This design comes from an exercise in tuning for small area and few clock cycles per item on the open sky130 flow, not from production work. The RTL was checked by simulation tests, not by an equivalence proof against the original design.

--- design/flow/design.v ---
`timescale 1ns/1ps
package lpf_pkg;
	localparam int unsigned IMAGE_DIM = 16;
	localparam int unsigned COORD_W = (IMAGE_DIM > 1) ? $clog2(IMAGE_DIM) : 1;
	localparam int unsigned NUM_CHANNELS = 3;
	localparam int unsigned CHAN_W = 8;
	localparam int unsigned CH_RED = 2;
	localparam int unsigned CH_GREEN = 1;
	localparam int unsigned CH_BLUE = 0;
	localparam int unsigned KERNEL_DIM = 3;
	localparam int unsigned WIN_TAPS = KERNEL_DIM * KERNEL_DIM;
	localparam int unsigned CHAN_WIN_W = WIN_TAPS * CHAN_W;
	localparam int unsigned CORNER_SHIFT = 0;
	localparam int unsigned EDGE_SHIFT = 1;
	localparam int unsigned CENTRE_SHIFT = 2;
	localparam int unsigned SUM_TO_Q_SHIFT = 8;
	localparam int unsigned PIX_TO_Q_SHIFT = 12;
	typedef logic [COORD_W-1:0] coord_t;
	typedef logic [NUM_CHANNELS*CHAN_W-1:0] pixel_t;
	typedef logic [CHAN_W-1:0] channel_t;
	typedef logic [CHAN_WIN_W-1:0] chan_win_t;
	typedef logic [NUM_CHANNELS*CHAN_WIN_W-1:0] window_t;
	typedef logic [11:0] wsum_t;
	typedef logic [23:0] fixed_t;
	localparam coord_t COORD_MAX = coord_t'(IMAGE_DIM - 1);
	typedef enum logic [1:0] {
		ws_idle,
		ws_stream,
		ws_flush
	} win_state_t;
endpackage
`timescale 1ns/1ps
module line_buffer (
	input logic clk,
	input logic rst_n,
	input logic shift_en,
	input lpf_pkg::pixel_t pix_in,
	output lpf_pkg::pixel_t row1_tap,
	output lpf_pkg::pixel_t row2_tap
);
	lpf_pkg::pixel_t line1 [lpf_pkg::IMAGE_DIM];
	lpf_pkg::pixel_t line2 [lpf_pkg::IMAGE_DIM];
	assign row1_tap = line1[lpf_pkg::IMAGE_DIM-1];
	assign row2_tap = line2[lpf_pkg::IMAGE_DIM-1];
	always_ff @(posedge clk or negedge rst_n) begin
		if (!rst_n) begin
			for (int i = 0; i < lpf_pkg::IMAGE_DIM; i++) begin
				line1[i] <= '0;
				line2[i] <= '0;
			end
		end else if (shift_en) begin
			line1[0] <= pix_in;
			line2[0] <= line1[lpf_pkg::IMAGE_DIM-1];
			for (int i = 1; i < lpf_pkg::IMAGE_DIM; i++) begin
				line1[i] <= line1[i-1];
				line2[i] <= line2[i-1];
			end
		end
	end
endmodule
`timescale 1ns/1ps
module window_gen (
	input logic clk,
	input logic rst_n,
	input logic pixel_valid,
	input logic soc_in,
	input logic eoc_in,
	input logic blur_en,
	input lpf_pkg::pixel_t pixel_in,
	output logic win_valid,
	output lpf_pkg::window_t win,
	output logic win_border,
	output logic win_first,
	output logic win_last
);
	lpf_pkg::win_state_t state;
	logic start_beat;
	logic beat;
	logic win_ready;
	lpf_pkg::pixel_t beat_pix;
	lpf_pkg::coord_t in_row;
	lpf_pkg::coord_t in_col;
	lpf_pkg::coord_t ctr_row;
	lpf_pkg::coord_t ctr_col;
	logic ctr_last;
	logic ctr_on_border;
	logic blur_q;
	lpf_pkg::pixel_t row1_tap;
	lpf_pkg::pixel_t row2_tap;
	lpf_pkg::pixel_t win_pix [lpf_pkg::KERNEL_DIM][lpf_pkg::KERNEL_DIM];
	line_buffer line_buffer_inst (
		.clk(clk),
		.rst_n(rst_n),
		.shift_en(beat),
		.pix_in(beat_pix),
		.row1_tap(row1_tap),
		.row2_tap(row2_tap)
	);
	assign start_beat = (state == lpf_pkg::ws_idle) && pixel_valid && soc_in;
	always_comb begin
		beat = 1'b0;
		win_ready = 1'b0;
		case (state)
			lpf_pkg::ws_idle: begin
				beat = start_beat;
			end
			lpf_pkg::ws_stream: begin
				beat = pixel_valid;
				win_ready = pixel_valid && (in_row != '0) &&
					!((in_row == lpf_pkg::coord_t'(1)) && (in_col == '0));
			end
			lpf_pkg::ws_flush: begin
				beat = 1'b1;
				win_ready = 1'b1;
			end
			default: begin
				beat = 1'b0;
			end
		endcase
	end
	assign beat_pix = (state == lpf_pkg::ws_flush) ? '0 : pixel_in;
	assign ctr_last = (ctr_row == lpf_pkg::COORD_MAX) && (ctr_col == lpf_pkg::COORD_MAX);
	assign ctr_on_border = (ctr_row == '0) || (ctr_row == lpf_pkg::COORD_MAX) ||
		(ctr_col == '0) || (ctr_col == lpf_pkg::COORD_MAX);
	always_ff @(posedge clk or negedge rst_n) begin
		if (!rst_n) begin
			state <= lpf_pkg::ws_idle;
			in_row <= '0;
			in_col <= '0;
			ctr_row <= '0;
			ctr_col <= '0;
			blur_q <= 1'b0;
		end else begin
			case (state)
				lpf_pkg::ws_idle: begin
					if (start_beat) begin
						state <= eoc_in ? lpf_pkg::ws_flush : lpf_pkg::ws_stream;
					end
				end
				lpf_pkg::ws_stream: begin
					if (pixel_valid && eoc_in) begin
						state <= lpf_pkg::ws_flush;
					end
				end
				lpf_pkg::ws_flush: begin
					if (ctr_last) begin
						state <= lpf_pkg::ws_idle;
					end
				end
				default: begin
					state <= lpf_pkg::ws_idle;
				end
			endcase
			if (start_beat) begin
				blur_q <= blur_en;
				in_row <= '0;
				in_col <= lpf_pkg::coord_t'(1);
			end else if ((state == lpf_pkg::ws_stream) && pixel_valid) begin
				if (in_col == lpf_pkg::COORD_MAX) begin
					in_col <= '0;
					in_row <= in_row + 1'b1;
				end else begin
					in_col <= in_col + 1'b1;
				end
			end
			if (start_beat) begin
				ctr_row <= '0;
				ctr_col <= '0;
			end else if (win_ready) begin
				if (ctr_col == lpf_pkg::COORD_MAX) begin
					ctr_col <= '0;
					ctr_row <= ctr_last ? '0 : ctr_row + 1'b1;
				end else begin
					ctr_col <= ctr_col + 1'b1;
				end
			end
		end
	end
	always_ff @(posedge clk or negedge rst_n) begin
		if (!rst_n) begin
			win_valid <= 1'b0;
			win_border <= 1'b0;
			win_first <= 1'b0;
			win_last <= 1'b0;
		end else begin
			win_valid <= win_ready;
			win_border <= ctr_on_border || !blur_q;
			win_first <= win_ready && (ctr_row == '0) && (ctr_col == '0);
			win_last <= win_ready && ctr_last;
		end
	end
	always_ff @(posedge clk) begin
		if (beat) begin
			for (int r = 0; r < lpf_pkg::KERNEL_DIM; r++) begin
				for (int c = 0; c < lpf_pkg::KERNEL_DIM - 1; c++) begin
					win_pix[r][c] <= win_pix[r][c+1];
				end
			end
			win_pix[0][lpf_pkg::KERNEL_DIM-1] <= row2_tap;
			win_pix[1][lpf_pkg::KERNEL_DIM-1] <= row1_tap;
			win_pix[lpf_pkg::KERNEL_DIM-1][lpf_pkg::KERNEL_DIM-1] <= beat_pix;
		end
	end
	always_comb begin
		for (int ch = 0; ch < lpf_pkg::NUM_CHANNELS; ch++) begin
			for (int r = 0; r < lpf_pkg::KERNEL_DIM; r++) begin
				for (int c = 0; c < lpf_pkg::KERNEL_DIM; c++) begin
					win[(ch*lpf_pkg::WIN_TAPS + r*lpf_pkg::KERNEL_DIM + c)*lpf_pkg::CHAN_W
						+: lpf_pkg::CHAN_W] = win_pix[r][c][ch*lpf_pkg::CHAN_W +: lpf_pkg::CHAN_W];
				end
			end
		end
	end
endmodule
`timescale 1ns/1ps
module channel_blur (
	input logic clk,
	input logic rst_n,
	input logic win_valid,
	input lpf_pkg::chan_win_t chan_win,
	input logic win_border,
	output lpf_pkg::fixed_t result
);
	lpf_pkg::wsum_t wsum;
	lpf_pkg::channel_t centre;
	assign centre = chan_win[(lpf_pkg::WIN_TAPS/2)*lpf_pkg::CHAN_W +: lpf_pkg::CHAN_W];
	always_comb begin
		lpf_pkg::channel_t tap;
		int unsigned shamt;
		wsum = '0;
		for (int r = 0; r < lpf_pkg::KERNEL_DIM; r++) begin
			for (int c = 0; c < lpf_pkg::KERNEL_DIM; c++) begin
				tap = chan_win[(r*lpf_pkg::KERNEL_DIM + c)*lpf_pkg::CHAN_W +: lpf_pkg::CHAN_W];
				if ((r == lpf_pkg::KERNEL_DIM/2) && (c == lpf_pkg::KERNEL_DIM/2)) begin
					shamt = lpf_pkg::CENTRE_SHIFT;
				end else if ((r == lpf_pkg::KERNEL_DIM/2) || (c == lpf_pkg::KERNEL_DIM/2)) begin
					shamt = lpf_pkg::EDGE_SHIFT;
				end else begin
					shamt = lpf_pkg::CORNER_SHIFT;
				end
				wsum = wsum + (lpf_pkg::wsum_t'(tap) << shamt);
			end
		end
	end
	always_ff @(posedge clk or negedge rst_n) begin
		if (!rst_n) begin
			result <= '0;
		end else if (win_valid) begin
			if (win_border) begin
				result <= lpf_pkg::fixed_t'(centre) << lpf_pkg::PIX_TO_Q_SHIFT;
			end else begin
				result <= lpf_pkg::fixed_t'(wsum) << lpf_pkg::SUM_TO_Q_SHIFT;
			end
		end
	end
endmodule
`timescale 1ns/1ps
module frame_out (
	input logic clk,
	input logic rst_n,
	input logic win_valid,
	input logic win_first,
	input logic win_last,
	input lpf_pkg::fixed_t red,
	input lpf_pkg::fixed_t green,
	input lpf_pkg::fixed_t blue,
	output logic pixel_valid_out,
	output logic soc_out,
	output logic eoc_out,
	output lpf_pkg::fixed_t pixel_out_red,
	output lpf_pkg::fixed_t pixel_out_green,
	output lpf_pkg::fixed_t pixel_out_blue
);
	logic valid_d;
	logic first_d;
	logic last_d;
	always_ff @(posedge clk or negedge rst_n) begin
		if (!rst_n) begin
			valid_d <= 1'b0;
			first_d <= 1'b0;
			last_d <= 1'b0;
		end else begin
			valid_d <= win_valid;
			first_d <= win_valid && win_first;
			last_d <= win_valid && win_last;
		end
	end
	always_ff @(posedge clk or negedge rst_n) begin
		if (!rst_n) begin
			pixel_valid_out <= 1'b0;
			soc_out <= 1'b0;
			eoc_out <= 1'b0;
		end else begin
			pixel_valid_out <= valid_d;
			soc_out <= first_d;
			eoc_out <= last_d;
		end
	end
	always_ff @(posedge clk or negedge rst_n) begin
		if (!rst_n) begin
			pixel_out_red <= '0;
			pixel_out_green <= '0;
			pixel_out_blue <= '0;
		end else if (valid_d) begin
			pixel_out_red <= red;
			pixel_out_green <= green;
			pixel_out_blue <= blue;
		end
	end
endmodule
`timescale 1ns/1ps
module lpf_top (
	input logic clk,
	input logic rst_n,
	input logic blur_en,
	input logic pixel_valid,
	input logic soc_in,
	input logic eoc_in,
	input lpf_pkg::pixel_t pixel_in,
	output logic pixel_valid_out,
	output logic soc_out,
	output logic eoc_out,
	output lpf_pkg::fixed_t pixel_out_red,
	output lpf_pkg::fixed_t pixel_out_green,
	output lpf_pkg::fixed_t pixel_out_blue
);
	logic win_valid;
	lpf_pkg::window_t win;
	logic win_border;
	logic win_first;
	logic win_last;
	lpf_pkg::fixed_t chan_result [lpf_pkg::NUM_CHANNELS];
	window_gen window_gen_inst (
		.clk(clk),
		.rst_n(rst_n),
		.pixel_valid(pixel_valid),
		.soc_in(soc_in),
		.eoc_in(eoc_in),
		.blur_en(blur_en),
		.pixel_in(pixel_in),
		.win_valid(win_valid),
		.win(win),
		.win_border(win_border),
		.win_first(win_first),
		.win_last(win_last)
	);
	for (genvar g = 0; g < lpf_pkg::NUM_CHANNELS; g++) begin : gen_chan
		channel_blur channel_blur_inst (
			.clk(clk),
			.rst_n(rst_n),
			.win_valid(win_valid),
			.chan_win(win[g*lpf_pkg::CHAN_WIN_W +: lpf_pkg::CHAN_WIN_W]),
			.win_border(win_border),
			.result(chan_result[g])
		);
	end
	frame_out frame_out_inst (
		.clk(clk),
		.rst_n(rst_n),
		.win_valid(win_valid),
		.win_first(win_first),
		.win_last(win_last),
		.red(chan_result[lpf_pkg::CH_RED]),
		.green(chan_result[lpf_pkg::CH_GREEN]),
		.blue(chan_result[lpf_pkg::CH_BLUE]),
		.pixel_valid_out(pixel_valid_out),
		.soc_out(soc_out),
		.eoc_out(eoc_out),
		.pixel_out_red(pixel_out_red),
		.pixel_out_green(pixel_out_green),
		.pixel_out_blue(pixel_out_blue)
	);
endmodule
--- design/flow/run.sh ---
#!/bin/bash
# synth_recipe.tcl (not shown) runs the flow's synth.tcl, then flattens the netlist and writes it again
# the make line also repeats each setting of config.mk as NAME=value (left out here)
make -C /OpenROAD-flow-scripts/flow DESIGN_CONFIG=/design/flow/config.mk WORK_HOME=/design/flow/orfs CLKGATE_MAP_FILE= SYNTH_SCRIPT=/design/flow/synth_recipe.tcl finish
--- design/flow/config.mk ---
export PLATFORM = sky130hd
export DESIGN_NAME = lpf_top
export DESIGN_NICKNAME = lpf_top
export VERILOG_FILES = /design/flow/design.v
export SDC_FILE = /design/flow/constraint.sdc
export NUM_CORES = 4
export LEC_CHECK = 0
export CAP_MARGIN = 20
export CORE_MARGIN = 2
export CORE_UTILIZATION = 40
export SLEW_MARGIN = 20
--- design/flow/constraint.sdc ---
create_clock -name core_clock -period 6.0 [get_ports {clk}]
set_input_delay 1.2000 -clock core_clock [delete_from_list [all_inputs] [get_ports {clk}]]
set_output_delay 1.2000 -clock core_clock [all_outputs]
set_load 0.01 [all_outputs]
==> parameters.txt <==
Parameter                              Value

Setup path
  Req. time, crit path ... 6.56 ns
  Cell with the largest stage delay on the worst path ... sky130_fd_sc_hd__fa_1
  Reg-to-reg startpoint ... window_gen_inst.win_pix[1][0]$_DFFE_PP_
  Type of the setup path with the least slack ... register to register
  R2R setup slack ... 0.51 ns
  Largest driver fanout on the critical path ... 5
  Endpoint of the lowest-slack register-to-register path ... gen_chan[0].channel_blur_inst.result[18]$_DFFE_PN0P_
  Worst Reg-to-Reg Cells ... 20
  Cell occurring most often along the worst timing path ... sky130_fd_sc_hd__fa_1
  Startpoint type of the worst setup path ... register
  Type of destination of the critical path ... register
  Top cell family by delay on the critical path ... adder cells
  Worst path arrival time ... 6.05 ns
  Critical path cell sequence ... ha_1 -> inv_1 -> fa_1 -> nor2b_1 -> o21ai_0 -> a21boi_1 -> o31a_1 -> a21oi_1 -> fa_1 -> inv_1 -> fa_1 -> fa_1 -> fa_1 -> inv_1 -> ha_1 -> a21o_1 -> a21o_1 -> a221oi_1 -> mux2i_1 -> a311o_1
  Biggest cell delay along the critical path ... 0.54 ns
  Worst path buffer plus inverter count ... 3

Floorplanning
  Area inside the core boundary ... 0.114 mm^2
  Full die area ... 0.118 mm^2
  Num rows ... 124
  Effective utilization at floorplan ... 40.2%
  Die Height ... 343 um
  Die width ... 343 um
  I/O pin count ... 105

Clock tree
  Number of setup buffers added after CTS ... 0
  CTS Buffer Depth ... 3
  Number of sinks handled by clock tree synthesis ... 1085
  Insertion delay to the later sink of the worst-skew pair ... 0.68 ns
  CTS tree ... yes
  Deepest level of the CTS H-tree ... 3
  Number of buffers created by CTS ... 108
  Hold Buf Count CTS ... 0
  Clock transition at the registers of the reported paths ... 0.06 ns
  Number of cells upsized or downsized after cts ... 0
  Clock tree root driver cell ... sky130_fd_sc_hd__clkbuf_16

Synthesis
  Number of cells produced by synthesis ... 4486
  Fraction of synthesis flops using an asynchronous set or reset pin ... 80.1%
  Number of synthesized register bits ... 1085
  Most used flip-flop cell after synthesis ... sky130_fd_sc_hd__dfrtp_1
  Mean cell area of the mapped netlist ... 10.2 um^2
  Post-synthesis instance area ... 0.0459 mm^2
  Number of synthesized flops with an enable pin ... 216
  Count of warnings emitted by yosys ... 9
  Seq/Total Area, Yosys ... 61.5%
  Distinct cells, synth ... 56

Placement
  Final weighted congestion in routability-driven placement ... 0.769
  Cell area reported after detailed placement ... 0.0478 mm^2
  Estimated wirelength of the detail-placed design ... 51.4 mm
  Buffers added on ports ... 68

Cells and area
  Net count, final ... 4762
  Area growth syn-to-layout ... 12.4%
  Most frequent cells in the layout ... 2268 x sky130_fd_sc_hd__nand2_1, 867 x sky130_fd_sc_hd__dfrtp_1, 265 x sky130_fd_sc_hd__inv_1
  Final instance area ... 0.0516 mm^2
  Most common cell after layout, fill and taps aside ... sky130_fd_sc_hd__nand2_1
  Antenna diode count ... 0
  Fraction of layout instances using a drive strength above 1 ... 6.04%
  Filler cells ... 10.6k

Outcome
  Outcome ... complete, no violations

Global route
  Met2 routing resource usage after global routing ... 22.2%
  Global Route met3 Usage ... 2.10%
  Vias in the first global route ... 27.7k
  Antenna violations before repair ... 4
  Most used routing layer ... met2
  Total GRT Usage ... 14.6%
  Gr ovfl total ... 0
  Fraction of met1 tracks used by global routing ... 21.7%
  First-pass GRT wire length ... 142 mm
  Largest net degree at the start of global routing ... 215

Route
  Number of antenna-violating nets in the routed design ... 0
  Count of vias placed by the detailed router ... 27.9k
  Starting DRC count in detailed routing ... 2398
  Final wirelength ... 82.8 mm
  1st-pass router iterations ... 8
  Final routed DRC violation total ... 0
  WL per Instance ... 13.5 um
  Detail-routed via count per cell ... 4.56

Timing
  Setup violators final ... 0
  Shortest clock period the worst path allows after layout ... 5.49 ns
  Worst clock skew on the final layout ... 0.0279 ns
  Timing-limited maximum frequency ... 182 MHz
  Max Transition Viols Final ... 0
  Final Hold Vio Count ... 0
  Setup TNS ... 0 ns
  Tcrit/Tclk final ... 91.6%
  Setup repair after global routing missed its margin ... no
  Slew at the pin closest to its max-slew limit ... 0.995 ns
  Slew margin rel. ... 33.7%

Min path
  Hold path start ... frame_out_inst.first_d$_DFF_PN0_
  Worst hold path class ... register to register
  Hold depth ... 0
  Worst hold path endpoint ... frame_out_inst.soc_out$_DFF_PN0_

Job
  Maximum capacitance violations ... 0
metrics by stage:
| stage | hold WS [ns] | worst slack (ns) | instances | utilization, % |
|---|---|---|---|---|
| after floorplan | 0.331 | 0.795 | 4521 | - |
| after global placement | 0.335 | 0.520 | 5911 | 41.8 |
| after detailed placement | 0.339 | 0.506 | 5911 | 41.8 |
| after CTS | 0.354 | 0.492 | 6117 | 45.2 |
| after global routing | 0.356 | 0.192 | 6117 | 45.2 |
| final | 0.351 | 0.506 | 6117 | 45.2 |
cells in the mapped netlist (all sizes together), types with 2 or more instances:
master | n | area [um^2]
nand2 | 2268 | 8510
dfrtp | 869 | 21700
inv | 266 | 998
edfxtp | 216 | 6490
buf | 157 | 1140
fa | 147 | 2940
ha | 76 | 951
clkbuf | 72 | 270
mux2 | 66 | 743
o21ai | 53 | 265
nor2 | 50 | 188
a21oi | 38 | 194
nor2b | 32 | 200
nand3 | 21 | 105
a21o | 16 | 120
nand3b | 16 | 120
xnor2 | 15 | 131
xor2 | 10 | 87.6
mux2i | 9 | 90.1
nor3 | 9 | 45.0
and3 | 7 | 43.8
o211a | 6 | 60.1
o211ai | 6 | 45.0
or3 | 6 | 37.5
and2 | 5 | 31.3
a211oi | 4 | 30.0
a21boi | 4 | 30.0
a221oi | 4 | 35.0
a31oi | 4 | 25.0
o21a | 4 | 30.0
a211o | 3 | 26.3
nand2b | 3 | 18.8
nand4 | 3 | 18.8
or3b | 3 | 26.3
a2bb2oi | 2 | 17.5
a311o | 2 | 20.0
o221ai | 2 | 17.5
o41ai | 2 | 17.5
or4 | 2 | 15.0
cell type report:
cell class	count	area [um^2]	share of cell area (%)
Clock inverter	56	676	1.31
Sequential cell	1085	28200	54.7
Tap cell	1512	1890	3.66
Inverter	266	1010	1.95
Timing Repair Buffer	107	1190	2.31
Multi-Input combinational cell	2941	15400	29.9
Clock buffer	150	3190	6.17
kinds of logic after synthesis:
family / after synthesis / share of synthesized area [%]
flops: 1085 / 61.5
other cells: 1 / 0.00816
compound gates: 154 / 2.11
mux: 75 / 1.81
xor+xnor: 25 / 0.477
simple gates: 2428 / 20.4
buf+inv: 495 / 5.24
fa+ha+maj: 223 / 8.48
flip-flops by register name, indices dropped and copies added (netlist names):
register and count:
window_gen_inst.line_buffer_inst.line2 384, frame_out_inst.last_d 1, frame_out_inst.soc_out 1, window_gen_inst.in_col 4, window_gen_inst.ctr_col 4, gen_chan.channel_blur_inst.result 36
frame_out_inst.pixel_out_green 12, window_gen_inst.in_row 4, frame_out_inst.valid_d 1, window_gen_inst.win_pix 216, window_gen_inst.line_buffer_inst.line1 384, window_gen_inst.blur_q 1
window_gen_inst.win_border 1, frame_out_inst.first_d 1, window_gen_inst.state 2, frame_out_inst.pixel_out_blue 12, window_gen_inst.win_last 1, window_gen_inst.win_first 1
frame_out_inst.pixel_valid_out 1, frame_out_inst.pixel_out_red 12, frame_out_inst.eoc_out 1, window_gen_inst.win_valid 1, window_gen_inst.ctr_row 4
metal layers:
metal | share of wire [%] | vias up
li1 | - | 13800
met5 | 0 | -
met2 | 44 | 313
met4 | 1.9 | 0
met1 | 51 | 13600
met3 | 3.0 | 107
how the worst max path moves through the flow:
stage                                                        from                                                    to  slack [ns]  cells after the start
after floorplan           window_gen_inst.win_pix[1][0]$_DFFE_PP_  gen_chan[0].channel_blur_inst.result[18]$_DFFE_PN0P_        0.79                     20
after detailed placement  window_gen_inst.win_pix[1][0]$_DFFE_PP_  gen_chan[0].channel_blur_inst.result[18]$_DFFE_PN0P_        0.51                     20
after global routing      window_gen_inst.win_pix[1][0]$_DFFE_PP_  gen_chan[0].channel_blur_inst.result[19]$_DFFE_PN0P_        0.19                     20
after global placement    window_gen_inst.win_pix[1][0]$_DFFE_PP_  gen_chan[0].channel_blur_inst.result[18]$_DFFE_PN0P_        0.52                     20
after CTS                 window_gen_inst.win_pix[1][0]$_DFFE_PP_  gen_chan[0].channel_blur_inst.result[18]$_DFFE_PN0P_        0.49                     20
final                     window_gen_inst.win_pix[1][0]$_DFFE_PP_  gen_chan[0].channel_blur_inst.result[18]$_DFFE_PN0P_        0.51                     20
Testbench counts, summed over its fixed seeds: cycles 17,600, pixels 16,384.

-- separate check: timing with driven ports --
The results above use ideal ports. As a check the final layout listed here was re-extracted and re-timed, cells and wires unchanged.
Step 1 sets driving cells, clkbuf_16 on the clock port and buf_2 on the other inputs (assumed; they add their load-dependent delay and slew).
Step 2, shift: input delay + t, output delay - t, t = (earliest + latest rising clock arrival at the registers) / 2. This alone moves slack from input paths to output paths.
a / b / c = ideal / step 1 / step 2; a / b = the first two.
shift t [ns]: 0.738
slack for setup (ns): 0.506 / 0.506 / 0.506
slew at the worst register clock pin (ns): 0.07 / 0.07
worst data-port slew with drivers (ns): 0.06
pins driven straight from the clock port: 1
After both steps this run still meets setup and hold. For this run, drivers alone change the setup slack by 0.000 ns; drivers and shift together by 0.000 ns.
